This is an optimization exercise on Yosys and OpenROAD, whose aim is small area, not a production implementation.
The RTL was checked by simulation tests, not by an equivalence proof against the original design.

<file path="run.sh">
#!/bin/bash
# synth_recipe.tcl (not shown) runs the flow's synth.tcl, then flattens the netlist and writes it again
# the make line also repeats each setting of config.mk as NAME=value (left out here)
make -C /OpenROAD-flow-scripts/flow DESIGN_CONFIG=/design/flow/config.mk WORK_HOME=/design/flow/orfs CLKGATE_MAP_FILE= SYNTH_SCRIPT=/design/flow/synth_recipe.tcl finish
</file>
<file path="config.mk">
export PLATFORM = sky130hd
export DESIGN_NAME = fir_tap_top
export DESIGN_NICKNAME = fir_tap_top
export VERILOG_FILES = /design/flow/design.v
export SDC_FILE = /design/flow/constraint.sdc
export NUM_CORES = 4
export LEC_CHECK = 0
export CAP_MARGIN = 20
export CORE_MARGIN = 2
export CORE_UTILIZATION = 40
export SLEW_MARGIN = 20
</file>
<file path="constraint.sdc">
create_clock -name core_clock -period 7.0 [get_ports {clk_i}]
set_input_delay 1.4000 -clock core_clock [delete_from_list [all_inputs] [get_ports {clk_i}]]
set_output_delay 1.4000 -clock core_clock [all_outputs]
set_load 0.01 [all_outputs]
</file>
<file path="design.v">
`default_nettype none
package fir_tap_pkg;
    localparam int DATA_W = 26;
    localparam int PREADD_W = DATA_W + 1;
    localparam int COEFF_W = 18;
    localparam int PRODUCT_W = PREADD_W + COEFF_W;
    localparam int ACC_W = 48;
    localparam int MULT_STAGES = 3;
    typedef logic signed [DATA_W-1:0]    data_t;
    typedef logic signed [PREADD_W-1:0]  preadd_t;
    typedef logic signed [COEFF_W-1:0]   coeff_t;
    typedef logic signed [PRODUCT_W-1:0] product_t;
    typedef logic signed [ACC_W-1:0]     acc_t;
    typedef struct packed {
        data_t a;
        data_t d;
    } tap_sample_t;
    typedef struct packed {
        logic   load;
        logic   update;
        coeff_t coeff;
    } coeff_ctrl_t;
endpackage
`default_nettype wire
`default_nettype none
module fir_tap_mult_path (
    input  wire         clk_i,
    input  wire         rst_i,
    input  fir_tap_pkg::tap_sample_t sample_i,
    input  fir_tap_pkg::coeff_ctrl_t coeff_ctrl_i,
    input  fir_tap_pkg::acc_t        c_aligned_i,
    output fir_tap_pkg::acc_t        mac_o
);
    fir_tap_pkg::coeff_t coeff_load_q;
    fir_tap_pkg::coeff_t coeff_work_q;
    always_ff @(posedge clk_i) begin
        if (rst_i) begin
            coeff_load_q <= '0;
            coeff_work_q <= '0;
        end else begin
            if (coeff_ctrl_i.load) begin
                coeff_load_q <= coeff_ctrl_i.coeff;
            end
            if (coeff_ctrl_i.update) begin
                coeff_work_q <= coeff_load_q;
            end
        end
    end
    fir_tap_pkg::preadd_t preadd_q;
    fir_tap_pkg::coeff_t  coeff_s1_q;
    always_ff @(posedge clk_i) begin
        preadd_q   <= fir_tap_pkg::preadd_t'(sample_i.d) + fir_tap_pkg::preadd_t'(sample_i.a);
        coeff_s1_q <= coeff_work_q;
    end
    fir_tap_pkg::acc_t mac;
    fir_tap_pkg::acc_t mac_q;
    fir_tap_mac i_mac (
        .da_i (preadd_q),
        .w_i  (coeff_s1_q),
        .c_i  (c_aligned_i),
        .x_o  (mac)
    );
    always_ff @(posedge clk_i) begin
        mac_q <= mac;
    end
    assign mac_o = mac_q;
endmodule
`default_nettype wire
`default_nettype none
module fir_tap_mac (
    input  wire [26:0] da_i,
    input  wire [17:0] w_i,
    input  wire [47:0] c_i,
    output wire [47:0] x_o
);
    wire [27:0] x  = {da_i[26], da_i};
    wire [28:0] x1 = {x, 1'b0};
    wire [18:0] wb = {w_i, 1'b0};
    wire [8:0] one, two, neg;
    wire [27:0] pp0;
    wire [27:0] pp1;
    wire [27:0] pp2;
    wire [27:0] pp3;
    wire [27:0] pp4;
    wire [27:0] pp5;
    wire [27:0] pp6;
    wire [27:0] pp7;
    wire [27:0] pp8;
    genvar j;
    generate
        for (j = 0; j < 9; j++) begin : g_booth
            assign one[j] = wb[2*j+1] ^ wb[2*j];
            assign two[j] = (wb[2*j+2] & ~wb[2*j+1] & ~wb[2*j]) | (~wb[2*j+2] & wb[2*j+1] & wb[2*j]);
            assign neg[j] = wb[2*j+2];
        end
    endgenerate
    assign pp0 = (({28{one[0]}} & x) | ({28{two[0]}} & x1[27:0])) ^ {28{neg[0]}};
    assign pp1 = (({28{one[1]}} & x) | ({28{two[1]}} & x1[27:0])) ^ {28{neg[1]}};
    assign pp2 = (({28{one[2]}} & x) | ({28{two[2]}} & x1[27:0])) ^ {28{neg[2]}};
    assign pp3 = (({28{one[3]}} & x) | ({28{two[3]}} & x1[27:0])) ^ {28{neg[3]}};
    assign pp4 = (({28{one[4]}} & x) | ({28{two[4]}} & x1[27:0])) ^ {28{neg[4]}};
    assign pp5 = (({28{one[5]}} & x) | ({28{two[5]}} & x1[27:0])) ^ {28{neg[5]}};
    assign pp6 = (({28{one[6]}} & x) | ({28{two[6]}} & x1[27:0])) ^ {28{neg[6]}};
    assign pp7 = (({28{one[7]}} & x) | ({28{two[7]}} & x1[27:0])) ^ {28{neg[7]}};
    assign pp8 = (({28{one[8]}} & x) | ({28{two[8]}} & x1[27:0])) ^ {28{neg[8]}};
    wire t1, t2, t3, t4, t5, t6, t7, t8, t9, t10, t11, t12, t13, t14, t15, t16, t17, t18, t19, t20, t21, t22, t23, t24, t25, t26, t27, t28, t29, t30, t31, t32, t33, t34, t35, t36, t37, t38, t39, t40, t41, t42, t43, t44, t45, t46, t47, t48, t49, t50, t51, t52, t53, t54, t55, t56, t57, t58, t59, t60, t61, t62, t63, t64, t65, t66, t67, t68, t69, t70, t71, t72, t73, t74, t75, t76, t77, t78, t79, t80, t81, t82, t83, t84, t85, t86, t87, t88, t89, t90, t91, t92, t93, t94, t95, t96, t97, t98, t99, t100, t101, t102, t103, t104, t105, t106, t107, t108, t109, t110, t111, t112, t113, t114, t115, t116, t117, t118, t119, t120, t121, t122, t123, t124, t125, t126, t127, t128, t129, t130, t131, t132, t133, t134, t135, t136, t137, t138, t139, t140, t141, t142, t143, t144, t145, t146, t147, t148, t149, t150, t151, t152, t153, t154, t155, t156, t157, t158, t159, t160, t161, t162, t163, t164, t165, t166, t167, t168, t169, t170, t171, t172, t173, t174, t175, t176, t177, t178, t179, t180, t181, t182, t183, t184, t185, t186, t187, t188, t189, t190, t191, t192, t193, t194, t195, t196, t197, t198, t199, t200, t201, t202, t203, t204, t205, t206, t207, t208, t209, t210, t211, t212, t213, t214, t215, t216, t217, t218, t219, t220, t221, t222, t223, t224, t225, t226, t227, t228, t229, t230, t231, t232, t233, t234, t235, t236, t237, t238, t239, t240, t241, t242, t243, t244, t245, t246, t247, t248, t249, t250, t251, t252, t253, t254, t255, t256, t257, t258, t259, t260, t261, t262, t263, t264, t265, t266, t267, t268, t269, t270, t271, t272, t273, t274, t275, t276, t277, t278, t279, t280, t281, t282, t283, t284, t285, t286, t287, t288, t289, t290, t291, t292, t293, t294, t295, t296, t297, t298, t299, t300, t301, t302, t303, t304, t305, t306, t307, t308, t309, t310, t311, t312, t313, t314, t315, t316, t317, t318, t319, t320, t321, t322, t323, t324, t325, t326, t327, t328, t329, t330, t331, t332, t333, t334, t335, t336, t337, t338, t339, t340, t341, t342, t343, t344, t345, t346, t347, t348, t349, t350, t351, t352, t353, t354, t355, t356, t357, t358, t359, t360, t361, t362, t363, t364, t365, t366, t367, t368, t369, t370, t371, t372, t373, t374, t375, t376, t377, t378, t379, t380, t381, t382, t383, t384, t385, t386, t387, t388, t389, t390, t391, t392, t393, t394, t395, t396, t397, t398, t399, t400, t401, t402, t403, t404, t405, t406, t407, t408, t409, t410, t411, t412, t413, t414, t415, t416, t417, t418, t419, t420, t421, t422, t423, t424, t425, t426, t427, t428, t429, t430, t431, t432, t433, t434, t435, t436, t437, t438, t439, t440, t441, t442, t443, t444, t445, t446, t447, t448, t449, t450, t451, t452, t453, t454, t455, t456, t457, t458, t459, t460, t461, t462, t463, t464, t465, t466, t467, t468, t469, t470, t471, t472, t473, t474, t475, t476, t477, t478, t479, t480, t481, t482, t483, t484, t485, t486, t487, t488, t489, t490, t491, t492, t493, t494, t495, t496, t497, t498, t499, t500, t501, t502, t503, t504, t505, t506, t507, t508, t509, t510, t511, t512, t513, t514, t515, t516, t517, t518, t519, t520, t521, t522, t523, t524, t525, t526, t527, t528;
    assign t1 = c_i[14] ^ pp0[14];
    assign t2 = c_i[14] & pp0[14];
    assign t3 = c_i[15] ^ pp0[15];
    assign t4 = c_i[15] & pp0[15];
    assign t5 = c_i[16] ^ pp0[16] ^ pp1[14];
    assign t6 = (c_i[16] & pp0[16]) | (pp1[14] & (c_i[16] ^ pp0[16]));
    assign t7 = pp2[12] ^ pp3[10];
    assign t8 = pp2[12] & pp3[10];
    assign t9 = c_i[17] ^ pp0[17] ^ pp1[15];
    assign t10 = (c_i[17] & pp0[17]) | (pp1[15] & (c_i[17] ^ pp0[17]));
    assign t11 = pp2[13] ^ pp3[11];
    assign t12 = pp2[13] & pp3[11];
    assign t13 = c_i[18] ^ pp0[18] ^ pp1[16];
    assign t14 = (c_i[18] & pp0[18]) | (pp1[16] & (c_i[18] ^ pp0[18]));
    assign t15 = pp2[14] ^ pp3[12];
    assign t16 = pp2[14] & pp3[12];
    assign t17 = c_i[19] ^ pp0[19] ^ pp1[17];
    assign t18 = (c_i[19] & pp0[19]) | (pp1[17] & (c_i[19] ^ pp0[19]));
    assign t19 = pp2[15] ^ pp3[13];
    assign t20 = pp2[15] & pp3[13];
    assign t21 = c_i[20] ^ pp0[20] ^ pp1[18];
    assign t22 = (c_i[20] & pp0[20]) | (pp1[18] & (c_i[20] ^ pp0[20]));
    assign t23 = pp2[16] ^ pp3[14];
    assign t24 = pp2[16] & pp3[14];
    assign t25 = c_i[21] ^ pp0[21] ^ pp1[19];
    assign t26 = (c_i[21] & pp0[21]) | (pp1[19] & (c_i[21] ^ pp0[21]));
    assign t27 = pp2[17] ^ pp3[15];
    assign t28 = pp2[17] & pp3[15];
    assign t29 = c_i[22] ^ pp0[22] ^ pp1[20];
    assign t30 = (c_i[22] & pp0[22]) | (pp1[20] & (c_i[22] ^ pp0[22]));
    assign t31 = pp2[18] ^ pp3[16];
    assign t32 = pp2[18] & pp3[16];
    assign t33 = c_i[23] ^ pp0[23] ^ pp1[21];
    assign t34 = (c_i[23] & pp0[23]) | (pp1[21] & (c_i[23] ^ pp0[23]));
    assign t35 = pp2[19] ^ pp3[17];
    assign t36 = pp2[19] & pp3[17];
    assign t37 = c_i[24] ^ pp0[24] ^ pp1[22];
    assign t38 = (c_i[24] & pp0[24]) | (pp1[22] & (c_i[24] ^ pp0[24]));
    assign t39 = pp2[20] ^ pp3[18];
    assign t40 = pp2[20] & pp3[18];
    assign t41 = c_i[25] ^ pp0[25] ^ pp1[23];
    assign t42 = (c_i[25] & pp0[25]) | (pp1[23] & (c_i[25] ^ pp0[25]));
    assign t43 = pp2[21] ^ pp3[19];
    assign t44 = pp2[21] & pp3[19];
    assign t45 = c_i[26] ^ pp0[26] ^ pp1[24];
    assign t46 = (c_i[26] & pp0[26]) | (pp1[24] & (c_i[26] ^ pp0[26]));
    assign t47 = pp2[22] ^ pp3[20];
    assign t48 = pp2[22] & pp3[20];
    assign t49 = c_i[27] ^ ~pp0[27] ^ pp1[25];
    assign t50 = (c_i[27] & ~pp0[27]) | (pp1[25] & (c_i[27] ^ ~pp0[27]));
    assign t51 = pp2[23] ^ pp3[21] ^ pp4[19];
    assign t52 = (pp2[23] & pp3[21]) | (pp4[19] & (pp2[23] ^ pp3[21]));
    assign t53 = c_i[28] ^ pp1[26] ^ pp2[24];
    assign t54 = (c_i[28] & pp1[26]) | (pp2[24] & (c_i[28] ^ pp1[26]));
    assign t55 = pp3[22] ^ pp4[20];
    assign t56 = pp3[22] & pp4[20];
    assign t57 = c_i[29] ^ ~pp1[27] ^ pp2[25];
    assign t58 = (c_i[29] & ~pp1[27]) | (pp2[25] & (c_i[29] ^ ~pp1[27]));
    assign t59 = c_i[30] ^ pp2[26];
    assign t60 = c_i[30] & pp2[26];
    assign t61 = c_i[8] ^ pp0[8];
    assign t62 = c_i[8] & pp0[8];
    assign t63 = c_i[9] ^ pp0[9];
    assign t64 = c_i[9] & pp0[9];
    assign t65 = c_i[10] ^ pp0[10] ^ pp1[8];
    assign t66 = (c_i[10] & pp0[10]) | (pp1[8] & (c_i[10] ^ pp0[10]));
    assign t67 = pp2[6] ^ pp3[4];
    assign t68 = pp2[6] & pp3[4];
    assign t69 = c_i[11] ^ pp0[11] ^ pp1[9];
    assign t70 = (c_i[11] & pp0[11]) | (pp1[9] & (c_i[11] ^ pp0[11]));
    assign t71 = pp2[7] ^ pp3[5];
    assign t72 = pp2[7] & pp3[5];
    assign t73 = c_i[12] ^ pp0[12] ^ pp1[10];
    assign t74 = (c_i[12] & pp0[12]) | (pp1[10] & (c_i[12] ^ pp0[12]));
    assign t75 = pp2[8] ^ pp3[6] ^ pp4[4];
    assign t76 = (pp2[8] & pp3[6]) | (pp4[4] & (pp2[8] ^ pp3[6]));
    assign t77 = pp5[2] ^ pp6[0];
    assign t78 = pp5[2] & pp6[0];
    assign t79 = c_i[13] ^ pp0[13] ^ pp1[11];
    assign t80 = (c_i[13] & pp0[13]) | (pp1[11] & (c_i[13] ^ pp0[13]));
    assign t81 = pp2[9] ^ pp3[7] ^ pp4[5];
    assign t82 = (pp2[9] & pp3[7]) | (pp4[5] & (pp2[9] ^ pp3[7]));
    assign t83 = pp5[3] ^ pp6[1];
    assign t84 = pp5[3] & pp6[1];
    assign t85 = t1 ^ pp1[12] ^ pp2[10];
    assign t86 = (t1 & pp1[12]) | (pp2[10] & (t1 ^ pp1[12]));
    assign t87 = pp3[8] ^ pp4[6] ^ pp5[4];
    assign t88 = (pp3[8] & pp4[6]) | (pp5[4] & (pp3[8] ^ pp4[6]));
    assign t89 = pp6[2] ^ pp7[0] ^ neg[7];
    assign t90 = (pp6[2] & pp7[0]) | (neg[7] & (pp6[2] ^ pp7[0]));
    assign t91 = t3 ^ pp1[13] ^ pp2[11];
    assign t92 = (t3 & pp1[13]) | (pp2[11] & (t3 ^ pp1[13]));
    assign t93 = pp3[9] ^ pp4[7] ^ pp5[5];
    assign t94 = (pp3[9] & pp4[7]) | (pp5[5] & (pp3[9] ^ pp4[7]));
    assign t95 = pp6[3] ^ pp7[1] ^ t2;
    assign t96 = (pp6[3] & pp7[1]) | (t2 & (pp6[3] ^ pp7[1]));
    assign t97 = t5 ^ t7 ^ pp4[8];
    assign t98 = (t5 & t7) | (pp4[8] & (t5 ^ t7));
    assign t99 = pp5[6] ^ pp6[4] ^ pp7[2];
    assign t100 = (pp5[6] & pp6[4]) | (pp7[2] & (pp5[6] ^ pp6[4]));
    assign t101 = pp8[0] ^ neg[8] ^ t4;
    assign t102 = (pp8[0] & neg[8]) | (t4 & (pp8[0] ^ neg[8]));
    assign t103 = t9 ^ t11 ^ pp4[9];
    assign t104 = (t9 & t11) | (pp4[9] & (t9 ^ t11));
    assign t105 = pp5[7] ^ pp6[5] ^ pp7[3];
    assign t106 = (pp5[7] & pp6[5]) | (pp7[3] & (pp5[7] ^ pp6[5]));
    assign t107 = pp8[1] ^ t6 ^ t8;
    assign t108 = (pp8[1] & t6) | (t8 & (pp8[1] ^ t6));
    assign t109 = t13 ^ t15 ^ pp4[10];
    assign t110 = (t13 & t15) | (pp4[10] & (t13 ^ t15));
    assign t111 = pp5[8] ^ pp6[6] ^ pp7[4];
    assign t112 = (pp5[8] & pp6[6]) | (pp7[4] & (pp5[8] ^ pp6[6]));
    assign t113 = pp8[2] ^ t10 ^ t12;
    assign t114 = (pp8[2] & t10) | (t12 & (pp8[2] ^ t10));
    assign t115 = t17 ^ t19 ^ pp4[11];
    assign t116 = (t17 & t19) | (pp4[11] & (t17 ^ t19));
    assign t117 = pp5[9] ^ pp6[7] ^ pp7[5];
    assign t118 = (pp5[9] & pp6[7]) | (pp7[5] & (pp5[9] ^ pp6[7]));
    assign t119 = pp8[3] ^ t14 ^ t16;
    assign t120 = (pp8[3] & t14) | (t16 & (pp8[3] ^ t14));
    assign t121 = t21 ^ t23 ^ pp4[12];
    assign t122 = (t21 & t23) | (pp4[12] & (t21 ^ t23));
    assign t123 = pp5[10] ^ pp6[8] ^ pp7[6];
    assign t124 = (pp5[10] & pp6[8]) | (pp7[6] & (pp5[10] ^ pp6[8]));
    assign t125 = pp8[4] ^ t18 ^ t20;
    assign t126 = (pp8[4] & t18) | (t20 & (pp8[4] ^ t18));
    assign t127 = t25 ^ t27 ^ pp4[13];
    assign t128 = (t25 & t27) | (pp4[13] & (t25 ^ t27));
    assign t129 = pp5[11] ^ pp6[9] ^ pp7[7];
    assign t130 = (pp5[11] & pp6[9]) | (pp7[7] & (pp5[11] ^ pp6[9]));
    assign t131 = pp8[5] ^ t22 ^ t24;
    assign t132 = (pp8[5] & t22) | (t24 & (pp8[5] ^ t22));
    assign t133 = t29 ^ t31 ^ pp4[14];
    assign t134 = (t29 & t31) | (pp4[14] & (t29 ^ t31));
    assign t135 = pp5[12] ^ pp6[10] ^ pp7[8];
    assign t136 = (pp5[12] & pp6[10]) | (pp7[8] & (pp5[12] ^ pp6[10]));
    assign t137 = pp8[6] ^ t26 ^ t28;
    assign t138 = (pp8[6] & t26) | (t28 & (pp8[6] ^ t26));
    assign t139 = t33 ^ t35 ^ pp4[15];
    assign t140 = (t33 & t35) | (pp4[15] & (t33 ^ t35));
    assign t141 = pp5[13] ^ pp6[11] ^ pp7[9];
    assign t142 = (pp5[13] & pp6[11]) | (pp7[9] & (pp5[13] ^ pp6[11]));
    assign t143 = pp8[7] ^ t30 ^ t32;
    assign t144 = (pp8[7] & t30) | (t32 & (pp8[7] ^ t30));
    assign t145 = t37 ^ t39 ^ pp4[16];
    assign t146 = (t37 & t39) | (pp4[16] & (t37 ^ t39));
    assign t147 = pp5[14] ^ pp6[12] ^ pp7[10];
    assign t148 = (pp5[14] & pp6[12]) | (pp7[10] & (pp5[14] ^ pp6[12]));
    assign t149 = pp8[8] ^ t34 ^ t36;
    assign t150 = (pp8[8] & t34) | (t36 & (pp8[8] ^ t34));
    assign t151 = t41 ^ t43 ^ pp4[17];
    assign t152 = (t41 & t43) | (pp4[17] & (t41 ^ t43));
    assign t153 = pp5[15] ^ pp6[13] ^ pp7[11];
    assign t154 = (pp5[15] & pp6[13]) | (pp7[11] & (pp5[15] ^ pp6[13]));
    assign t155 = pp8[9] ^ t38 ^ t40;
    assign t156 = (pp8[9] & t38) | (t40 & (pp8[9] ^ t38));
    assign t157 = t45 ^ t47 ^ pp4[18];
    assign t158 = (t45 & t47) | (pp4[18] & (t45 ^ t47));
    assign t159 = pp5[16] ^ pp6[14] ^ pp7[12];
    assign t160 = (pp5[16] & pp6[14]) | (pp7[12] & (pp5[16] ^ pp6[14]));
    assign t161 = pp8[10] ^ t42 ^ t44;
    assign t162 = (pp8[10] & t42) | (t44 & (pp8[10] ^ t42));
    assign t163 = t49 ^ t51 ^ pp5[17];
    assign t164 = (t49 & t51) | (pp5[17] & (t49 ^ t51));
    assign t165 = pp6[15] ^ pp7[13] ^ pp8[11];
    assign t166 = (pp6[15] & pp7[13]) | (pp8[11] & (pp6[15] ^ pp7[13]));
    assign t167 = 1'b1 ^ t46 ^ t48;
    assign t168 = (1'b1 & t46) | (t48 & (1'b1 ^ t46));
    assign t169 = t53 ^ t55 ^ pp5[18];
    assign t170 = (t53 & t55) | (pp5[18] & (t53 ^ t55));
    assign t171 = pp6[16] ^ pp7[14] ^ pp8[12];
    assign t172 = (pp6[16] & pp7[14]) | (pp8[12] & (pp6[16] ^ pp7[14]));
    assign t173 = 1'b1 ^ t50 ^ t52;
    assign t174 = (1'b1 & t50) | (t52 & (1'b1 ^ t50));
    assign t175 = t57 ^ pp3[23] ^ pp4[21];
    assign t176 = (t57 & pp3[23]) | (pp4[21] & (t57 ^ pp3[23]));
    assign t177 = pp5[19] ^ pp6[17] ^ pp7[15];
    assign t178 = (pp5[19] & pp6[17]) | (pp7[15] & (pp5[19] ^ pp6[17]));
    assign t179 = pp8[13] ^ t54 ^ t56;
    assign t180 = (pp8[13] & t54) | (t56 & (pp8[13] ^ t54));
    assign t181 = t59 ^ pp3[24] ^ pp4[22];
    assign t182 = (t59 & pp3[24]) | (pp4[22] & (t59 ^ pp3[24]));
    assign t183 = pp5[20] ^ pp6[18] ^ pp7[16];
    assign t184 = (pp5[20] & pp6[18]) | (pp7[16] & (pp5[20] ^ pp6[18]));
    assign t185 = pp8[14] ^ 1'b1 ^ t58;
    assign t186 = (pp8[14] & 1'b1) | (t58 & (pp8[14] ^ 1'b1));
    assign t187 = c_i[31] ^ ~pp2[27] ^ pp3[25];
    assign t188 = (c_i[31] & ~pp2[27]) | (pp3[25] & (c_i[31] ^ ~pp2[27]));
    assign t189 = pp4[23] ^ pp5[21] ^ pp6[19];
    assign t190 = (pp4[23] & pp5[21]) | (pp6[19] & (pp4[23] ^ pp5[21]));
    assign t191 = pp7[17] ^ pp8[15] ^ t60;
    assign t192 = (pp7[17] & pp8[15]) | (t60 & (pp7[17] ^ pp8[15]));
    assign t193 = c_i[32] ^ pp3[26] ^ pp4[24];
    assign t194 = (c_i[32] & pp3[26]) | (pp4[24] & (c_i[32] ^ pp3[26]));
    assign t195 = pp5[22] ^ pp6[20] ^ pp7[18];
    assign t196 = (pp5[22] & pp6[20]) | (pp7[18] & (pp5[22] ^ pp6[20]));
    assign t197 = pp8[16] ^ 1'b1;
    assign t198 = pp8[16] & 1'b1;
    assign t199 = c_i[33] ^ ~pp3[27] ^ pp4[25];
    assign t200 = (c_i[33] & ~pp3[27]) | (pp4[25] & (c_i[33] ^ ~pp3[27]));
    assign t201 = pp5[23] ^ pp6[21] ^ pp7[19];
    assign t202 = (pp5[23] & pp6[21]) | (pp7[19] & (pp5[23] ^ pp6[21]));
    assign t203 = c_i[34] ^ pp4[26] ^ pp5[24];
    assign t204 = (c_i[34] & pp4[26]) | (pp5[24] & (c_i[34] ^ pp4[26]));
    assign t205 = pp6[22] ^ pp7[20];
    assign t206 = pp6[22] & pp7[20];
    assign t207 = c_i[35] ^ ~pp4[27] ^ pp5[25];
    assign t208 = (c_i[35] & ~pp4[27]) | (pp5[25] & (c_i[35] ^ ~pp4[27]));
    assign t209 = c_i[36] ^ pp5[26];
    assign t210 = c_i[36] & pp5[26];
    assign t211 = c_i[4] ^ pp0[4];
    assign t212 = c_i[4] & pp0[4];
    assign t213 = c_i[5] ^ pp0[5];
    assign t214 = c_i[5] & pp0[5];
    assign t215 = c_i[6] ^ pp0[6] ^ pp1[4];
    assign t216 = (c_i[6] & pp0[6]) | (pp1[4] & (c_i[6] ^ pp0[6]));
    assign t217 = pp2[2] ^ pp3[0];
    assign t218 = pp2[2] & pp3[0];
    assign t219 = c_i[7] ^ pp0[7] ^ pp1[5];
    assign t220 = (c_i[7] & pp0[7]) | (pp1[5] & (c_i[7] ^ pp0[7]));
    assign t221 = pp2[3] ^ pp3[1];
    assign t222 = pp2[3] & pp3[1];
    assign t223 = t61 ^ pp1[6] ^ pp2[4];
    assign t224 = (t61 & pp1[6]) | (pp2[4] & (t61 ^ pp1[6]));
    assign t225 = pp3[2] ^ pp4[0] ^ neg[4];
    assign t226 = (pp3[2] & pp4[0]) | (neg[4] & (pp3[2] ^ pp4[0]));
    assign t227 = t63 ^ pp1[7] ^ pp2[5];
    assign t228 = (t63 & pp1[7]) | (pp2[5] & (t63 ^ pp1[7]));
    assign t229 = pp3[3] ^ pp4[1] ^ t62;
    assign t230 = (pp3[3] & pp4[1]) | (t62 & (pp3[3] ^ pp4[1]));
    assign t231 = t65 ^ t67 ^ pp4[2];
    assign t232 = (t65 & t67) | (pp4[2] & (t65 ^ t67));
    assign t233 = pp5[0] ^ neg[5] ^ t64;
    assign t234 = (pp5[0] & neg[5]) | (t64 & (pp5[0] ^ neg[5]));
    assign t235 = t69 ^ t71 ^ pp4[3];
    assign t236 = (t69 & t71) | (pp4[3] & (t69 ^ t71));
    assign t237 = pp5[1] ^ t66 ^ t68;
    assign t238 = (pp5[1] & t66) | (t68 & (pp5[1] ^ t66));
    assign t239 = t73 ^ t75 ^ t77;
    assign t240 = (t73 & t75) | (t77 & (t73 ^ t75));
    assign t241 = neg[6] ^ t70 ^ t72;
    assign t242 = (neg[6] & t70) | (t72 & (neg[6] ^ t70));
    assign t243 = t79 ^ t81 ^ t83;
    assign t244 = (t79 & t81) | (t83 & (t79 ^ t81));
    assign t245 = t74 ^ t76 ^ t78;
    assign t246 = (t74 & t76) | (t78 & (t74 ^ t76));
    assign t247 = t85 ^ t87 ^ t89;
    assign t248 = (t85 & t87) | (t89 & (t85 ^ t87));
    assign t249 = t80 ^ t82 ^ t84;
    assign t250 = (t80 & t82) | (t84 & (t80 ^ t82));
    assign t251 = t91 ^ t93 ^ t95;
    assign t252 = (t91 & t93) | (t95 & (t91 ^ t93));
    assign t253 = t86 ^ t88 ^ t90;
    assign t254 = (t86 & t88) | (t90 & (t86 ^ t88));
    assign t255 = t97 ^ t99 ^ t101;
    assign t256 = (t97 & t99) | (t101 & (t97 ^ t99));
    assign t257 = t92 ^ t94 ^ t96;
    assign t258 = (t92 & t94) | (t96 & (t92 ^ t94));
    assign t259 = t103 ^ t105 ^ t107;
    assign t260 = (t103 & t105) | (t107 & (t103 ^ t105));
    assign t261 = t98 ^ t100 ^ t102;
    assign t262 = (t98 & t100) | (t102 & (t98 ^ t100));
    assign t263 = t109 ^ t111 ^ t113;
    assign t264 = (t109 & t111) | (t113 & (t109 ^ t111));
    assign t265 = t104 ^ t106 ^ t108;
    assign t266 = (t104 & t106) | (t108 & (t104 ^ t106));
    assign t267 = t115 ^ t117 ^ t119;
    assign t268 = (t115 & t117) | (t119 & (t115 ^ t117));
    assign t269 = t110 ^ t112 ^ t114;
    assign t270 = (t110 & t112) | (t114 & (t110 ^ t112));
    assign t271 = t121 ^ t123 ^ t125;
    assign t272 = (t121 & t123) | (t125 & (t121 ^ t123));
    assign t273 = t116 ^ t118 ^ t120;
    assign t274 = (t116 & t118) | (t120 & (t116 ^ t118));
    assign t275 = t127 ^ t129 ^ t131;
    assign t276 = (t127 & t129) | (t131 & (t127 ^ t129));
    assign t277 = t122 ^ t124 ^ t126;
    assign t278 = (t122 & t124) | (t126 & (t122 ^ t124));
    assign t279 = t133 ^ t135 ^ t137;
    assign t280 = (t133 & t135) | (t137 & (t133 ^ t135));
    assign t281 = t128 ^ t130 ^ t132;
    assign t282 = (t128 & t130) | (t132 & (t128 ^ t130));
    assign t283 = t139 ^ t141 ^ t143;
    assign t284 = (t139 & t141) | (t143 & (t139 ^ t141));
    assign t285 = t134 ^ t136 ^ t138;
    assign t286 = (t134 & t136) | (t138 & (t134 ^ t136));
    assign t287 = t145 ^ t147 ^ t149;
    assign t288 = (t145 & t147) | (t149 & (t145 ^ t147));
    assign t289 = t140 ^ t142 ^ t144;
    assign t290 = (t140 & t142) | (t144 & (t140 ^ t142));
    assign t291 = t151 ^ t153 ^ t155;
    assign t292 = (t151 & t153) | (t155 & (t151 ^ t153));
    assign t293 = t146 ^ t148 ^ t150;
    assign t294 = (t146 & t148) | (t150 & (t146 ^ t148));
    assign t295 = t157 ^ t159 ^ t161;
    assign t296 = (t157 & t159) | (t161 & (t157 ^ t159));
    assign t297 = t152 ^ t154 ^ t156;
    assign t298 = (t152 & t154) | (t156 & (t152 ^ t154));
    assign t299 = t163 ^ t165 ^ t167;
    assign t300 = (t163 & t165) | (t167 & (t163 ^ t165));
    assign t301 = t158 ^ t160 ^ t162;
    assign t302 = (t158 & t160) | (t162 & (t158 ^ t160));
    assign t303 = t169 ^ t171 ^ t173;
    assign t304 = (t169 & t171) | (t173 & (t169 ^ t171));
    assign t305 = t164 ^ t166 ^ t168;
    assign t306 = (t164 & t166) | (t168 & (t164 ^ t166));
    assign t307 = t175 ^ t177 ^ t179;
    assign t308 = (t175 & t177) | (t179 & (t175 ^ t177));
    assign t309 = t170 ^ t172 ^ t174;
    assign t310 = (t170 & t172) | (t174 & (t170 ^ t172));
    assign t311 = t181 ^ t183 ^ t185;
    assign t312 = (t181 & t183) | (t185 & (t181 ^ t183));
    assign t313 = t176 ^ t178 ^ t180;
    assign t314 = (t176 & t178) | (t180 & (t176 ^ t178));
    assign t315 = t187 ^ t189 ^ t191;
    assign t316 = (t187 & t189) | (t191 & (t187 ^ t189));
    assign t317 = t182 ^ t184 ^ t186;
    assign t318 = (t182 & t184) | (t186 & (t182 ^ t184));
    assign t319 = t193 ^ t195 ^ t197;
    assign t320 = (t193 & t195) | (t197 & (t193 ^ t195));
    assign t321 = t188 ^ t190 ^ t192;
    assign t322 = (t188 & t190) | (t192 & (t188 ^ t190));
    assign t323 = t199 ^ t201 ^ pp8[17];
    assign t324 = (t199 & t201) | (pp8[17] & (t199 ^ t201));
    assign t325 = t194 ^ t196 ^ t198;
    assign t326 = (t194 & t196) | (t198 & (t194 ^ t196));
    assign t327 = t203 ^ t205 ^ pp8[18];
    assign t328 = (t203 & t205) | (pp8[18] & (t203 ^ t205));
    assign t329 = 1'b1 ^ t200 ^ t202;
    assign t330 = (1'b1 & t200) | (t202 & (1'b1 ^ t200));
    assign t331 = t207 ^ pp6[23] ^ pp7[21];
    assign t332 = (t207 & pp6[23]) | (pp7[21] & (t207 ^ pp6[23]));
    assign t333 = pp8[19] ^ t204 ^ t206;
    assign t334 = (pp8[19] & t204) | (t206 & (pp8[19] ^ t204));
    assign t335 = t209 ^ pp6[24] ^ pp7[22];
    assign t336 = (t209 & pp6[24]) | (pp7[22] & (t209 ^ pp6[24]));
    assign t337 = pp8[20] ^ 1'b1 ^ t208;
    assign t338 = (pp8[20] & 1'b1) | (t208 & (pp8[20] ^ 1'b1));
    assign t339 = c_i[37] ^ ~pp5[27] ^ pp6[25];
    assign t340 = (c_i[37] & ~pp5[27]) | (pp6[25] & (c_i[37] ^ ~pp5[27]));
    assign t341 = pp7[23] ^ pp8[21] ^ t210;
    assign t342 = (pp7[23] & pp8[21]) | (t210 & (pp7[23] ^ pp8[21]));
    assign t343 = c_i[38] ^ pp6[26] ^ pp7[24];
    assign t344 = (c_i[38] & pp6[26]) | (pp7[24] & (c_i[38] ^ pp6[26]));
    assign t345 = pp8[22] ^ 1'b1;
    assign t346 = pp8[22] & 1'b1;
    assign t347 = c_i[39] ^ ~pp6[27] ^ pp7[25];
    assign t348 = (c_i[39] & ~pp6[27]) | (pp7[25] & (c_i[39] ^ ~pp6[27]));
    assign t349 = c_i[40] ^ pp7[26];
    assign t350 = c_i[40] & pp7[26];
    assign t351 = c_i[2] ^ pp0[2];
    assign t352 = c_i[2] & pp0[2];
    assign t353 = c_i[3] ^ pp0[3];
    assign t354 = c_i[3] & pp0[3];
    assign t355 = t211 ^ pp1[2] ^ pp2[0];
    assign t356 = (t211 & pp1[2]) | (pp2[0] & (t211 ^ pp1[2]));
    assign t357 = t213 ^ pp1[3] ^ pp2[1];
    assign t358 = (t213 & pp1[3]) | (pp2[1] & (t213 ^ pp1[3]));
    assign t359 = t215 ^ t217 ^ neg[3];
    assign t360 = (t215 & t217) | (neg[3] & (t215 ^ t217));
    assign t361 = t219 ^ t221 ^ t216;
    assign t362 = (t219 & t221) | (t216 & (t219 ^ t221));
    assign t363 = t223 ^ t225 ^ t220;
    assign t364 = (t223 & t225) | (t220 & (t223 ^ t225));
    assign t365 = t227 ^ t229 ^ t224;
    assign t366 = (t227 & t229) | (t224 & (t227 ^ t229));
    assign t367 = t231 ^ t233 ^ t228;
    assign t368 = (t231 & t233) | (t228 & (t231 ^ t233));
    assign t369 = t235 ^ t237 ^ t232;
    assign t370 = (t235 & t237) | (t232 & (t235 ^ t237));
    assign t371 = t239 ^ t241 ^ t236;
    assign t372 = (t239 & t241) | (t236 & (t239 ^ t241));
    assign t373 = t243 ^ t245 ^ t240;
    assign t374 = (t243 & t245) | (t240 & (t243 ^ t245));
    assign t375 = t247 ^ t249 ^ t244;
    assign t376 = (t247 & t249) | (t244 & (t247 ^ t249));
    assign t377 = t251 ^ t253 ^ t248;
    assign t378 = (t251 & t253) | (t248 & (t251 ^ t253));
    assign t379 = t255 ^ t257 ^ t252;
    assign t380 = (t255 & t257) | (t252 & (t255 ^ t257));
    assign t381 = t259 ^ t261 ^ t256;
    assign t382 = (t259 & t261) | (t256 & (t259 ^ t261));
    assign t383 = t263 ^ t265 ^ t260;
    assign t384 = (t263 & t265) | (t260 & (t263 ^ t265));
    assign t385 = t267 ^ t269 ^ t264;
    assign t386 = (t267 & t269) | (t264 & (t267 ^ t269));
    assign t387 = t271 ^ t273 ^ t268;
    assign t388 = (t271 & t273) | (t268 & (t271 ^ t273));
    assign t389 = t275 ^ t277 ^ t272;
    assign t390 = (t275 & t277) | (t272 & (t275 ^ t277));
    assign t391 = t279 ^ t281 ^ t276;
    assign t392 = (t279 & t281) | (t276 & (t279 ^ t281));
    assign t393 = t283 ^ t285 ^ t280;
    assign t394 = (t283 & t285) | (t280 & (t283 ^ t285));
    assign t395 = t287 ^ t289 ^ t284;
    assign t396 = (t287 & t289) | (t284 & (t287 ^ t289));
    assign t397 = t291 ^ t293 ^ t288;
    assign t398 = (t291 & t293) | (t288 & (t291 ^ t293));
    assign t399 = t295 ^ t297 ^ t292;
    assign t400 = (t295 & t297) | (t292 & (t295 ^ t297));
    assign t401 = t299 ^ t301 ^ t296;
    assign t402 = (t299 & t301) | (t296 & (t299 ^ t301));
    assign t403 = t303 ^ t305 ^ t300;
    assign t404 = (t303 & t305) | (t300 & (t303 ^ t305));
    assign t405 = t307 ^ t309 ^ t304;
    assign t406 = (t307 & t309) | (t304 & (t307 ^ t309));
    assign t407 = t311 ^ t313 ^ t308;
    assign t408 = (t311 & t313) | (t308 & (t311 ^ t313));
    assign t409 = t315 ^ t317 ^ t312;
    assign t410 = (t315 & t317) | (t312 & (t315 ^ t317));
    assign t411 = t319 ^ t321 ^ t316;
    assign t412 = (t319 & t321) | (t316 & (t319 ^ t321));
    assign t413 = t323 ^ t325 ^ t320;
    assign t414 = (t323 & t325) | (t320 & (t323 ^ t325));
    assign t415 = t327 ^ t329 ^ t324;
    assign t416 = (t327 & t329) | (t324 & (t327 ^ t329));
    assign t417 = t331 ^ t333 ^ t328;
    assign t418 = (t331 & t333) | (t328 & (t331 ^ t333));
    assign t419 = t335 ^ t337 ^ t332;
    assign t420 = (t335 & t337) | (t332 & (t335 ^ t337));
    assign t421 = t339 ^ t341 ^ t336;
    assign t422 = (t339 & t341) | (t336 & (t339 ^ t341));
    assign t423 = t343 ^ t345 ^ t340;
    assign t424 = (t343 & t345) | (t340 & (t343 ^ t345));
    assign t425 = t347 ^ pp8[23] ^ t344;
    assign t426 = (t347 & pp8[23]) | (t344 & (t347 ^ pp8[23]));
    assign t427 = t349 ^ pp8[24] ^ 1'b1;
    assign t428 = (t349 & pp8[24]) | (1'b1 & (t349 ^ pp8[24]));
    assign t429 = c_i[41] ^ ~pp7[27] ^ pp8[25];
    assign t430 = (c_i[41] & ~pp7[27]) | (pp8[25] & (c_i[41] ^ ~pp7[27]));
    assign t431 = c_i[42] ^ pp8[26];
    assign t432 = c_i[42] & pp8[26];
    assign t433 = c_i[0] ^ pp0[0];
    assign t434 = c_i[0] & pp0[0];
    assign t435 = c_i[1] ^ pp0[1];
    assign t436 = c_i[1] & pp0[1];
    assign t437 = t351 ^ pp1[0] ^ neg[1];
    assign t438 = (t351 & pp1[0]) | (neg[1] & (t351 ^ pp1[0]));
    assign t439 = t353 ^ pp1[1] ^ t352;
    assign t440 = (t353 & pp1[1]) | (t352 & (t353 ^ pp1[1]));
    assign t441 = t355 ^ neg[2] ^ t354;
    assign t442 = (t355 & neg[2]) | (t354 & (t355 ^ neg[2]));
    assign t443 = t357 ^ t212 ^ t356;
    assign t444 = (t357 & t212) | (t356 & (t357 ^ t212));
    assign t445 = t359 ^ t214 ^ t358;
    assign t446 = (t359 & t214) | (t358 & (t359 ^ t214));
    assign t447 = t361 ^ t218 ^ t360;
    assign t448 = (t361 & t218) | (t360 & (t361 ^ t218));
    assign t449 = t363 ^ t222 ^ t362;
    assign t450 = (t363 & t222) | (t362 & (t363 ^ t222));
    assign t451 = t365 ^ t226 ^ t364;
    assign t452 = (t365 & t226) | (t364 & (t365 ^ t226));
    assign t453 = t367 ^ t230 ^ t366;
    assign t454 = (t367 & t230) | (t366 & (t367 ^ t230));
    assign t455 = t369 ^ t234 ^ t368;
    assign t456 = (t369 & t234) | (t368 & (t369 ^ t234));
    assign t457 = t371 ^ t238 ^ t370;
    assign t458 = (t371 & t238) | (t370 & (t371 ^ t238));
    assign t459 = t373 ^ t242 ^ t372;
    assign t460 = (t373 & t242) | (t372 & (t373 ^ t242));
    assign t461 = t375 ^ t246 ^ t374;
    assign t462 = (t375 & t246) | (t374 & (t375 ^ t246));
    assign t463 = t377 ^ t250 ^ t376;
    assign t464 = (t377 & t250) | (t376 & (t377 ^ t250));
    assign t465 = t379 ^ t254 ^ t378;
    assign t466 = (t379 & t254) | (t378 & (t379 ^ t254));
    assign t467 = t381 ^ t258 ^ t380;
    assign t468 = (t381 & t258) | (t380 & (t381 ^ t258));
    assign t469 = t383 ^ t262 ^ t382;
    assign t470 = (t383 & t262) | (t382 & (t383 ^ t262));
    assign t471 = t385 ^ t266 ^ t384;
    assign t472 = (t385 & t266) | (t384 & (t385 ^ t266));
    assign t473 = t387 ^ t270 ^ t386;
    assign t474 = (t387 & t270) | (t386 & (t387 ^ t270));
    assign t475 = t389 ^ t274 ^ t388;
    assign t476 = (t389 & t274) | (t388 & (t389 ^ t274));
    assign t477 = t391 ^ t278 ^ t390;
    assign t478 = (t391 & t278) | (t390 & (t391 ^ t278));
    assign t479 = t393 ^ t282 ^ t392;
    assign t480 = (t393 & t282) | (t392 & (t393 ^ t282));
    assign t481 = t395 ^ t286 ^ t394;
    assign t482 = (t395 & t286) | (t394 & (t395 ^ t286));
    assign t483 = t397 ^ t290 ^ t396;
    assign t484 = (t397 & t290) | (t396 & (t397 ^ t290));
    assign t485 = t399 ^ t294 ^ t398;
    assign t486 = (t399 & t294) | (t398 & (t399 ^ t294));
    assign t487 = t401 ^ t298 ^ t400;
    assign t488 = (t401 & t298) | (t400 & (t401 ^ t298));
    assign t489 = t403 ^ t302 ^ t402;
    assign t490 = (t403 & t302) | (t402 & (t403 ^ t302));
    assign t491 = t405 ^ t306 ^ t404;
    assign t492 = (t405 & t306) | (t404 & (t405 ^ t306));
    assign t493 = t407 ^ t310 ^ t406;
    assign t494 = (t407 & t310) | (t406 & (t407 ^ t310));
    assign t495 = t409 ^ t314 ^ t408;
    assign t496 = (t409 & t314) | (t408 & (t409 ^ t314));
    assign t497 = t411 ^ t318 ^ t410;
    assign t498 = (t411 & t318) | (t410 & (t411 ^ t318));
    assign t499 = t413 ^ t322 ^ t412;
    assign t500 = (t413 & t322) | (t412 & (t413 ^ t322));
    assign t501 = t415 ^ t326 ^ t414;
    assign t502 = (t415 & t326) | (t414 & (t415 ^ t326));
    assign t503 = t417 ^ t330 ^ t416;
    assign t504 = (t417 & t330) | (t416 & (t417 ^ t330));
    assign t505 = t419 ^ t334 ^ t418;
    assign t506 = (t419 & t334) | (t418 & (t419 ^ t334));
    assign t507 = t421 ^ t338 ^ t420;
    assign t508 = (t421 & t338) | (t420 & (t421 ^ t338));
    assign t509 = t423 ^ t342 ^ t422;
    assign t510 = (t423 & t342) | (t422 & (t423 ^ t342));
    assign t511 = t425 ^ t346 ^ t424;
    assign t512 = (t425 & t346) | (t424 & (t425 ^ t346));
    assign t513 = t427 ^ t348 ^ t426;
    assign t514 = (t427 & t348) | (t426 & (t427 ^ t348));
    assign t515 = t429 ^ t350 ^ t428;
    assign t516 = (t429 & t350) | (t428 & (t429 ^ t350));
    assign t517 = t431 ^ 1'b1 ^ t430;
    assign t518 = (t431 & 1'b1) | (t430 & (t431 ^ 1'b1));
    assign t519 = c_i[43] ^ ~pp8[27] ^ t432;
    assign t520 = (c_i[43] & ~pp8[27]) | (t432 & (c_i[43] ^ ~pp8[27]));
    assign t521 = c_i[44] ^ 1'b1;
    assign t522 = c_i[44] & 1'b1;
    assign t523 = c_i[45] ^ 1'b1;
    assign t524 = c_i[45] & 1'b1;
    assign t525 = c_i[46] ^ 1'b1;
    assign t526 = c_i[46] & 1'b1;
    assign t527 = c_i[47] ^ 1'b1;
    assign t528 = c_i[47] & 1'b1;
    wire [47:0] row_a = {t527, t525, t523, t521, t519, t517, t515, t513, t511, t509, t507, t505, t503, t501, t499, t497, t495, t493, t491, t489, t487, t485, t483, t481, t479, t477, t475, t473, t471, t469, t467, t465, t463, t461, t459, t457, t455, t453, t451, t449, t447, t445, t443, t441, t439, t437, t435, t433};
    wire [47:0] row_b = {t526, t524, t522, t520, t518, t516, t514, t512, t510, t508, t506, t504, t502, t500, t498, t496, t494, t492, t490, t488, t486, t484, t482, t480, t478, t476, t474, t472, t470, t468, t466, t464, t462, t460, t458, t456, t454, t452, t450, t448, t446, t444, t442, t440, t438, t436, t434, neg[0]};
    assign x_o = row_a + row_b;
endmodule
`default_nettype wire
`default_nettype none
module fir_tap_addend_path (
    input  wire  clk_i,
    input  wire  rst_i,
    input  fir_tap_pkg::acc_t c_i,
    output fir_tap_pkg::acc_t c_aligned_o
);
    fir_tap_pkg::acc_t c_q;
    always_ff @(posedge clk_i) begin
        c_q <= c_i;
    end
    assign c_aligned_o = c_q;
endmodule
`default_nettype wire
`default_nettype none
module fir_tap_post_adder (
    input  wire      clk_i,
    input  wire      rst_i,
    input  fir_tap_pkg::acc_t     mac_i,
    input  fir_tap_pkg::acc_t     pcin_i,
    output fir_tap_pkg::acc_t     p_o
);
    fir_tap_pkg::acc_t mac_q;
    logic [2:0]        valid_q;
    always_ff @(posedge clk_i) begin
        mac_q <= mac_i;
    end
    always_ff @(posedge clk_i) begin
        if (rst_i) begin
            valid_q <= '0;
        end else begin
            valid_q <= {valid_q[1:0], 1'b1};
        end
    end
    fir_tap_pkg::acc_t mac_masked;
    fir_tap_pkg::acc_t p_q;
    assign mac_masked = valid_q[2] ? mac_q : '0;
    always_ff @(posedge clk_i) begin
        if (rst_i) begin
            p_q <= '0;
        end else begin
            p_q <= mac_masked + pcin_i;
        end
    end
    assign p_o = p_q;
endmodule
`default_nettype wire
`default_nettype none
module fir_tap_top (
    input  wire         clk_i,
    input  wire         rst_i,
    input  fir_tap_pkg::tap_sample_t sample_i,
    input  fir_tap_pkg::coeff_ctrl_t coeff_ctrl_i,
    input  fir_tap_pkg::acc_t        c_i,
    input  fir_tap_pkg::acc_t        pcin_i,
    output fir_tap_pkg::acc_t        p_o
);
    fir_tap_pkg::acc_t c_aligned;
    fir_tap_pkg::acc_t mac;
    fir_tap_addend_path i_addend_path (
        .clk_i       (clk_i),
        .rst_i       (rst_i),
        .c_i         (c_i),
        .c_aligned_o (c_aligned)
    );
    fir_tap_mult_path i_mult_path (
        .clk_i        (clk_i),
        .rst_i        (rst_i),
        .sample_i     (sample_i),
        .coeff_ctrl_i (coeff_ctrl_i),
        .c_aligned_i  (c_aligned),
        .mac_o        (mac)
    );
    fir_tap_post_adder i_post_adder (
        .clk_i     (clk_i),
        .rst_i     (rst_i),
        .mac_i     (mac),
        .pcin_i    (pcin_i),
        .p_o       (p_o)
    );
endmodule
`default_nettype wire
</file>
==> summary.md, run 1 <==
| Metric | Value |
|---|---|
| Critical Path Fanout Max | 27 |
| Grt met3 use | 0.0325 |
| Final Slew Violations | 0 |
| Setup repair bufs after CTS | 0 |
| H-tree Lvls | 1 |
| Share of layout cells above drive strength 1 | 0.0670 |
| Worst-margin pin slew | 1100 ps |
| Clock latency on the worst-skew pair | 630 ps |
| Setup TNS | 0 ps |
| Mean post-synth cell area | 7.82 µm² |
| Post-synth ARST share | 0 |
| Post-CTS sizing | 0 |
| Setup violations, final | 0 |
| Top post-synthesis cells by count | a21oi_1 (349), nand2_1 (343), nor2_1 (315), clkbuf_1 (282) |
| Status | finished clean |
| Number of synthesized flops with an enable pin | 0 |
| Vias | 24900 |
| GRT overflow | 0 |
| Clk buf depth | 3 |
| Die height | 266 µm |
| Crit path kind | reg2reg |
| Netlist cell types | 72 |
| Clk sinks | 276 |
| I/O pin total | 218 |
| Largest net degree at the start of global routing | 72 |
| Main synth FF type | dfxtp_1 |
| Synth top area share | 0.201 |
| Setup crit end kind | flip-flop |
| Seq/Total Area, Yosys | 0.201 |
| Crit path DAT | 7200 ps |
| Area occupied by multi-input gates | 19800 µm² |
| Cell taking the most area after synthesis | dfxtp_1 |
| Final Net Count | 4135 |
| First-pass GRT wire length | 129000 µm |
| DRT Pass-1 Iters | 5 |
| Area contributors post-synth | dfxtp_1 (20%), fa_1 (16%), ha_1 (7.3%) |
| Busiest grt layer | met2 |
| Syn nets | 4068 |
| Number of DRC markers in iteration 0 | 2650 |
| Worst slew margin | 0.262 |
| CTS buffer count | 31 |
| # diodes | 0 |
| Final min period | 6650 ps |
| Post-Synthesis Cell Area | 27500 µm² |
| Detailed placer's ending HPWL | 64000 µm |
| Row cnt | 96 |
| Syn Inst Count | 3522 |
| Initial antenna violation count | 0 |
| Fmax achieved | 150 MHz |
| Vias in the first global route | 23000 |
| Unrepaired setup endpoints after global routing | no |
| GRT met1 Usage | 0.331 |
| Drt wl/cell | 18.2 µm |
| Root Buffer | clkbuf_16 |
| Initial Util | 0.403 |
| CTS tree | yes |
| YS warnings | 3 |
| Clk slew on worst S/H paths | 80 ps |
| Part of the cycle the worst path needs | 0.950 |
| Required @ worst endpoint | 7550 ps |
| DR vias/cell | 5.53 |
| CP startpoint kind | flip-flop |
| Cell with the most instances after synthesis | a21oi_1 |
| Core Region | 68300 µm² |
| Filler Cells Inserted | 6767 |
| # DRC | 0 |
| MaxCap Viol Count | 0 |
| Routability cong. | 0.919 |
| Hold Crit Class | reg2reg |
| Routed WL | 82000 µm |
| Die ar. | 71000 µm² |
| Final Hold Fails | 0 |
| Area grow syn2layout | 15.9% |
| Routed Antenna Nets | 0 |
| GR met2 Demand/Resource | 0.349 |
| Worst Clk Skew | 14.8 ps |
| FF+latch count, synth | 276 |
| # hold bufs at CTS | 0 |
| Register area | 5550 µm² |
| Horiz. Die Dim | 266 µm |
| # port buffers | 217 |
| Total GRT Usage | 0.226 |
-- metal layers --
layer | up-vias | wire length [µm]
met2 | 856 | 35700
met5 | - | 0
met4 | 0 | 1660
met1 | 11600 | 38600
met3 | 85 | 6070
li1 | 12300 | -
-- sequential cells by signal, indices dropped and copies added, names as in the netlist --
signal and count:
i_addend_path.c_q 48, i_mult_path.coeff_load_q 18, i_mult_path.coeff_s1_q 18, i_mult_path.coeff_work_q 18, i_mult_path.mac_q 48, i_mult_path.preadd_q 27, i_post_adder.mac_q 48, i_post_adder.p_q 48
i_post_adder.valid_q 3
-- area by class of cell --
class / instances / share of cell area
repair buffers: 365 / 0.107
flip-flops and latches: 276 / 0.174
well taps: 882 / 0.0346
clock inverters: 24 / 0.00831
multi-input cells: 2639 / 0.619
clock buffers: 34 / 0.0250
inverters: 276 / 0.0325
-- critical path: stages (launching register included) --
cell       delay [ps]
dfxtp_2           390
buf_4             210
nor2_4             70
buf_12            160
a21oi_1           120
nor2_1             50
a221oi_1          330
fa_1              500
fa_1              460
fa_1              490
inv_1              50
fa_1              500
fa_1              540
inv_1              40
ha_1              280
and4_1            240
nand3_2           120
or4_4             540
o22ai_2           230
o2111ai_2         200
o21ba_1           240
or2_1             230
a211o_2           330
o21ai_2           120
xnor2_1           110
-- cell usage in the layout (no fill, tap or decap), types with 19 or more instances in the layout --
master,instances
buf_4,137
o21ai_0,184
a22oi_1,72
nor2_1,312
dfxtp_1,266
clkdlybuf4s50_1,215
a221oi_1,76
o22ai_1,135
clkbuf_16,31
a211oi_1,34
nor2b_1,62
fa_1,216
xor2_1,45
nand3_1,48
ha_1,160
o31ai_1,20
and2_1,63
mux2i_1,61
a21o_1,54
o311a_1,21
nand2_1,342
a31oi_1,19
inv_1,276
xnor2_1,80
maj3_1,81
a21oi_1,349
-- stage by stage --
stage	area, µm²	hold slack (ps)	cells	utilization	setup WS (ps)
2_1_floorplan	27500	310	3522	-	321
3_3_place_gp	30800	312	4438	0.451	181
3_5_place_dp	30800	312	4438	0.451	108
4_1_cts	31900	323	4496	0.466	71.3
5_1_grt	31900	329	4496	0.467	12.6
6_report	31900	322	4496	0.467	352
-- kinds of logic (layout without fill, tap and decap cells) --
logic type,count (synthesis),count (layout),share of synthesized area
AND/OR/NAND/NOR,914,914,0.146
flip-flops,276,276,0.201
AO/OA/AOI/OAI,1078,1078,0.247
adder cells (fa/ha/maj),457,457,0.259
buffers and inverters,607,699,0.0831
multiplexers,64,64,0.0234
XOR/XNOR,126,126,0.0401
-- path summary, 6_finish.rpt --
kind / from / to / slack (ps) / depth (start not counted)
worst max-delay path: i_mult_path.coeff_s1_q[1]$_DFF_P_ / i_mult_path.mac_q[47]$_DFF_P_ / 350 / 24
worst min-delay path: i_mult_path.mac_q[13]$_DFF_P_ / i_post_adder.mac_q[13]$_DFF_P_ / 320 / 0
worst max register to register: i_mult_path.coeff_s1_q[1]$_DFF_P_ / i_mult_path.mac_q[47]$_DFF_P_ / 350 / 24
worst min register to register: i_mult_path.mac_q[13]$_DFF_P_ / i_post_adder.mac_q[13]$_DFF_P_ / 320 / 0
==> run 2: changes to the inputs <==
==> flow/run.sh (new file) <==
#!/bin/bash
# Own layout flow: the standard ORFS flow, with
#  - synthesis mapped by ABC for area (flow/abc.script) instead of ORFS's delay script;
#    everything else in synthesis, and so every register, is as in the standard synthesis
#  - port buffers of the smallest buffer cell, and no dummy clock-tree loads.
# Each step's full output is in orfs/logs/; make's own output in flow_*.log here.
set -euo pipefail
W=$(pwd)
F=$W/flow
export MY_ABC_SCRIPT=$F/abc.script
SYNTH="SYNTH_SCRIPT=$F/synth.tcl"
KNOBS=(ABC_AREA=1 ABC_CLOCK_PERIOD_IN_PS=7000
       "BUFFER_PORTS_ARGS=-buffer_cell sky130_fd_sc_hd__buf_1"
       "CTS_ARGS=-sink_clustering_enable -repair_clock_nets -dont_use_dummy_load")
if [[ -f $F/knobs.sh ]]; then source $F/knobs.sh; fi
make -C "$FLOW_HOME" DESIGN_CONFIG="$W/config.mk" WORK_HOME="$W/orfs" CLKGATE_MAP_FILE= \
  "$SYNTH" "${KNOBS[@]}" synth > "$W/flow_synth.log" 2>&1
make -C "$FLOW_HOME" DESIGN_CONFIG="$W/config.mk" WORK_HOME="$W/orfs" CLKGATE_MAP_FILE= \
  "$SYNTH" "${KNOBS[@]}" finish > "$W/flow_finish.log" 2>&1
R=$W/orfs/results/$FLOW_PLATFORM/fir_tap_top/base
: # left out here: write the final layout as DEF
==> flow/abc.script (new file) <==
strash; dch; map -a; topo; stime -c
==> flow/synth.tcl (new file) <==
proc synth {args} { yosys synth -nofsm -noshare {*}$args }
proc abc {args} {
  set i [lsearch -exact $args -script]
  if {$i >= 0 && [info exists ::env(MY_ABC_SCRIPT)]} {
    set args [lreplace $args [expr {$i + 1}] [expr {$i + 1}] $::env(MY_ABC_SCRIPT)]
  }
  yosys abc {*}$args
}
source $::env(SCRIPTS_DIR)/synth.tcl
# left out here: clear keep_hierarchy, flatten, clean up, hide names made inside functions, write 1_2_yosys.v
==> standard.sh (new file) <==
#!/bin/bash
# synth_recipe.tcl (not shown) runs the flow's synth.tcl, then flattens the netlist and writes it again
# the make line also repeats each setting of config.mk as NAME=value (left out here)
make -C /OpenROAD-flow-scripts/flow DESIGN_CONFIG=/design/flow/config.mk WORK_HOME=/design/flow/orfs CLKGATE_MAP_FILE= SYNTH_SCRIPT=/design/flow/synth_recipe.tcl "${@:-finish}"
removed: run.sh
==> summary.md, run 2 <==
| Metric | Value |
|---|---|
| First-pass GRT wire length | 114000 µm |
| DRT Pass-1 Iters | 6 |
| Routed WL | 72100 µm |
| Unrepaired setup endpoints after global routing | no |
| Pre-CTS WS | 730 ps |
| Routability cong. | 0.943 |
| # port buffers | 217 |
| R2r worst-path depth | 22 |
| Initial Util | 0.405 |
| MaxCap Viol Count | 0 |
| I/O pin total | 218 |
| Clk slew on worst S/H paths | 60 ps |
| Crit path DAT | 6750 ps |
| Vias | 20700 |
| Core Util, Final | 0.462 |
| CTS buffer count | 34 |
| Reg2reg setup slack | 650 ps |
| Netlist cell types | 33 |
| Cell with the most instances after synthesis | clkinv_1 |
| Hold EP | i_post_adder.mac_q[9]$_DFF_P_ |
| Vias in the first global route | 20700 |
| Worst-margin pin slew | 803 ps |
| Post-DP Area | 25800 µm² |
| Post-CTS sizing | 0 |
| # DRC | 0 |
| Post-synth ARST share | 0 |
| Final Slew Violations | 0 |
| Area contributors post-synth | dfxtp_1 (24%), fa_1 (18%), xor2_1 (10%) |
| Setup WS post-layout | 649 ps |
| Main synth FF type | dfxtp_1 |
| Die height | 246 µm |
| Crit path kind | reg2reg |
| Final min period | 6350 ps |
| # hold bufs at CTS | 0 |
| Required @ worst endpoint | 7400 ps |
| Setup crit end kind | flip-flop |
| # diodes | 0 |
| Die ar. | 60500 µm² |
| Hold Crit Class | reg2reg |
| Reg-to-reg startpoint | i_mult_path.coeff_s1_q[1]$_DFF_P_ |
| Clk buf depth | 3 |
| Capturing point of the worst reg2reg path | i_mult_path.mac_q[46]$_DFF_P_ |
| Clock latency on the worst-skew pair | 540 ps |
| Filler Cells Inserted | 5923 |
| GRT overflow | 0 |
| Root Buffer | clkbuf_16 |
| Setup TNS | 0 ps |
| Synth top area share | 0.236 |
| Post-Synthesis Cell Area | 23400 µm² |
| Row cnt | 88 |
| Worst Hold Depth | 0 |
| Inst Count DP | 3972 |
| Design Area, Final | 26700 µm² |
| Detailed placer's ending HPWL | 58000 µm |
| Worst slew margin | 0.463 |
| Drt wl/cell | 18.0 µm |
| Syn Inst Count | 2909 |
| Part of the cycle the worst path needs | 0.907 |
| Share of layout cells above drive strength 1 | 0.0389 |
| CTS tree | yes |
| Hold Startpoint | i_mult_path.mac_q[9]$_DFF_P_ |
| H-tree Lvls | 2 |
| Crit path launch | i_mult_path.coeff_s1_q[1]$_DFF_P_ |
| Most common cell after layout, fill and taps aside | clkinv_1 |
| Mean post-synth cell area | 8.05 µm² |
| Status | finished clean |
| Critical Path Fanout Max | 48 |
| Hold WS | 303 ps |
| Top post-synthesis cells by count | clkinv_1 (590), a21oi_1 (313), nor2_1 (297), dfxtp_1 (276), xor2_1 (274) |
| Total GRT Usage | 0.240 |
| Commonest cells after routing, fill and taps aside | clkinv_1 (590), a21oi_1 (313), nor2_1 (297) |
| Routed Antenna Nets | 0 |
| FF+latch count, synth | 276 |
| Non-filler instance count after layout | 4006 |
| Number of DRC markers in iteration 0 | 1396 |
| Initial antenna violation count | 0 |
| Syn nets | 3455 |
| CP startpoint kind | flip-flop |
| Seq/Total Area, Yosys | 0.236 |
| Largest net degree at the start of global routing | 49 |
| Fmax achieved | 157 MHz |
| Clk sinks | 276 |
| Setup violations, final | 0 |
| Final Hold Fails | 0 |
| DR vias/cell | 5.18 |
| Horiz. Die Dim | 246 µm |
| Core Region | 57800 µm² |
| Register area | 5530 µm² |
| Final Net Count | 3789 |
| YS warnings | 3 |
| Area occupied by multi-input gates | 15700 µm² |
| Worst Clk Skew | 32.1 ps |
| Area grow syn2layout | 13.9% |
| Cell taking the most area after synthesis | dfxtp_1 |
| Setup repair bufs after CTS | 0 |
| Number of synthesized flops with an enable pin | 0 |
==> run 2: cell families after synthesis <==
kind of cell / after synthesis / share of synthesized area
and+or+nand+nor: 580 / 0.0989
xor gates and xnor gates: 296 / 0.111
AOI/OAI and AO/OA: 791 / 0.190
buffers and inverters: 590 / 0.0946
DFF: 276 / 0.236
adders and majority gates: 376 / 0.270
==> run 2: cell type report <==
class                      instances  area share
clock buffer                      34      0.0319
timing repair buffer             298      0.0538
tap                              765      0.0359
multi-input combinational       2043       0.588
inverter                         590      0.0830
sequential                       276       0.207
==> run 2: critical path, cell delays in order, from the launching register on <==
cell and delay (ps):
dfxtp_1 340, buf_4 410, clkinv_1 310, or2_2 360
o21ai_0 210, xor2_1 140, fa_1 520, clkinv_1 80
fa_1 570, clkinv_1 100, fa_1 520, fa_1 550
clkinv_1 60, ha_1 370, a21oi_1 110, o21ai_0 400
a21oi_1 80, nand2_1 180, nand3_1 140, nand3_1 110
o21ai_0 140, o21ai_0 380, xor2_1 110
==> run 2: worst max path at each step <==
stage	slack, ps	to	cells past startpoint
after global routing	300	i_mult_path.mac_q[46]$_DFF_P_	22
after CTS	730	i_mult_path.mac_q[46]$_DFF_P_	22
after global placement	700	i_mult_path.mac_q[46]$_DFF_P_	22
final	650	i_mult_path.mac_q[46]$_DFF_P_	22
after detailed placement	730	i_mult_path.mac_q[46]$_DFF_P_	22
after floorplan	60	i_mult_path.mac_q[42]$_DFF_P_	23
==> run 2: routing by layer <==
metal | track usage | vias up | routed length (µm)
met3 | 0.0352 | 182 | 4370
met5 | 0 | - | 0
met4 | 0.0902 | 0 | 2870
met2 | 0.411 | 721 | 34100
met1 | 0.305 | 9517 | 30800
li1 | - | 10300 | -

static timing again, ports no longer ideal:
How much do the figures lean on ideal ports? The routed layouts below were timed once more, with nothing changed but the port constraints.
Step 1 sets driving cells, clkbuf_16 on the clock port and buf_2 on the other inputs (assumed; they add their load-dependent delay and slew).
Step 2 moves the port delays by t, midway between the first and last clock arrival at a register: inputs arrive t later, outputs are due t later. That takes back most of the time a late clock gives input paths.
a / b / c = ideal ports / drivers / drivers and shift; a / b = the first two.
| run | t (ns) | setup WS [ns] | clock arrival spread, ns | pins driven straight from the clock port |
|---|---|---|---|---|
| run 1 | 0.681 | 0.352 / 0.352 / 0.352 | 0.019 / 0.019 | 1 |
| run 2 | 0.582 | 0.649 / 0.649 / 0.649 | 0.032 / 0.032 | 1 |
After both steps setup and hold are still met in every run listed.
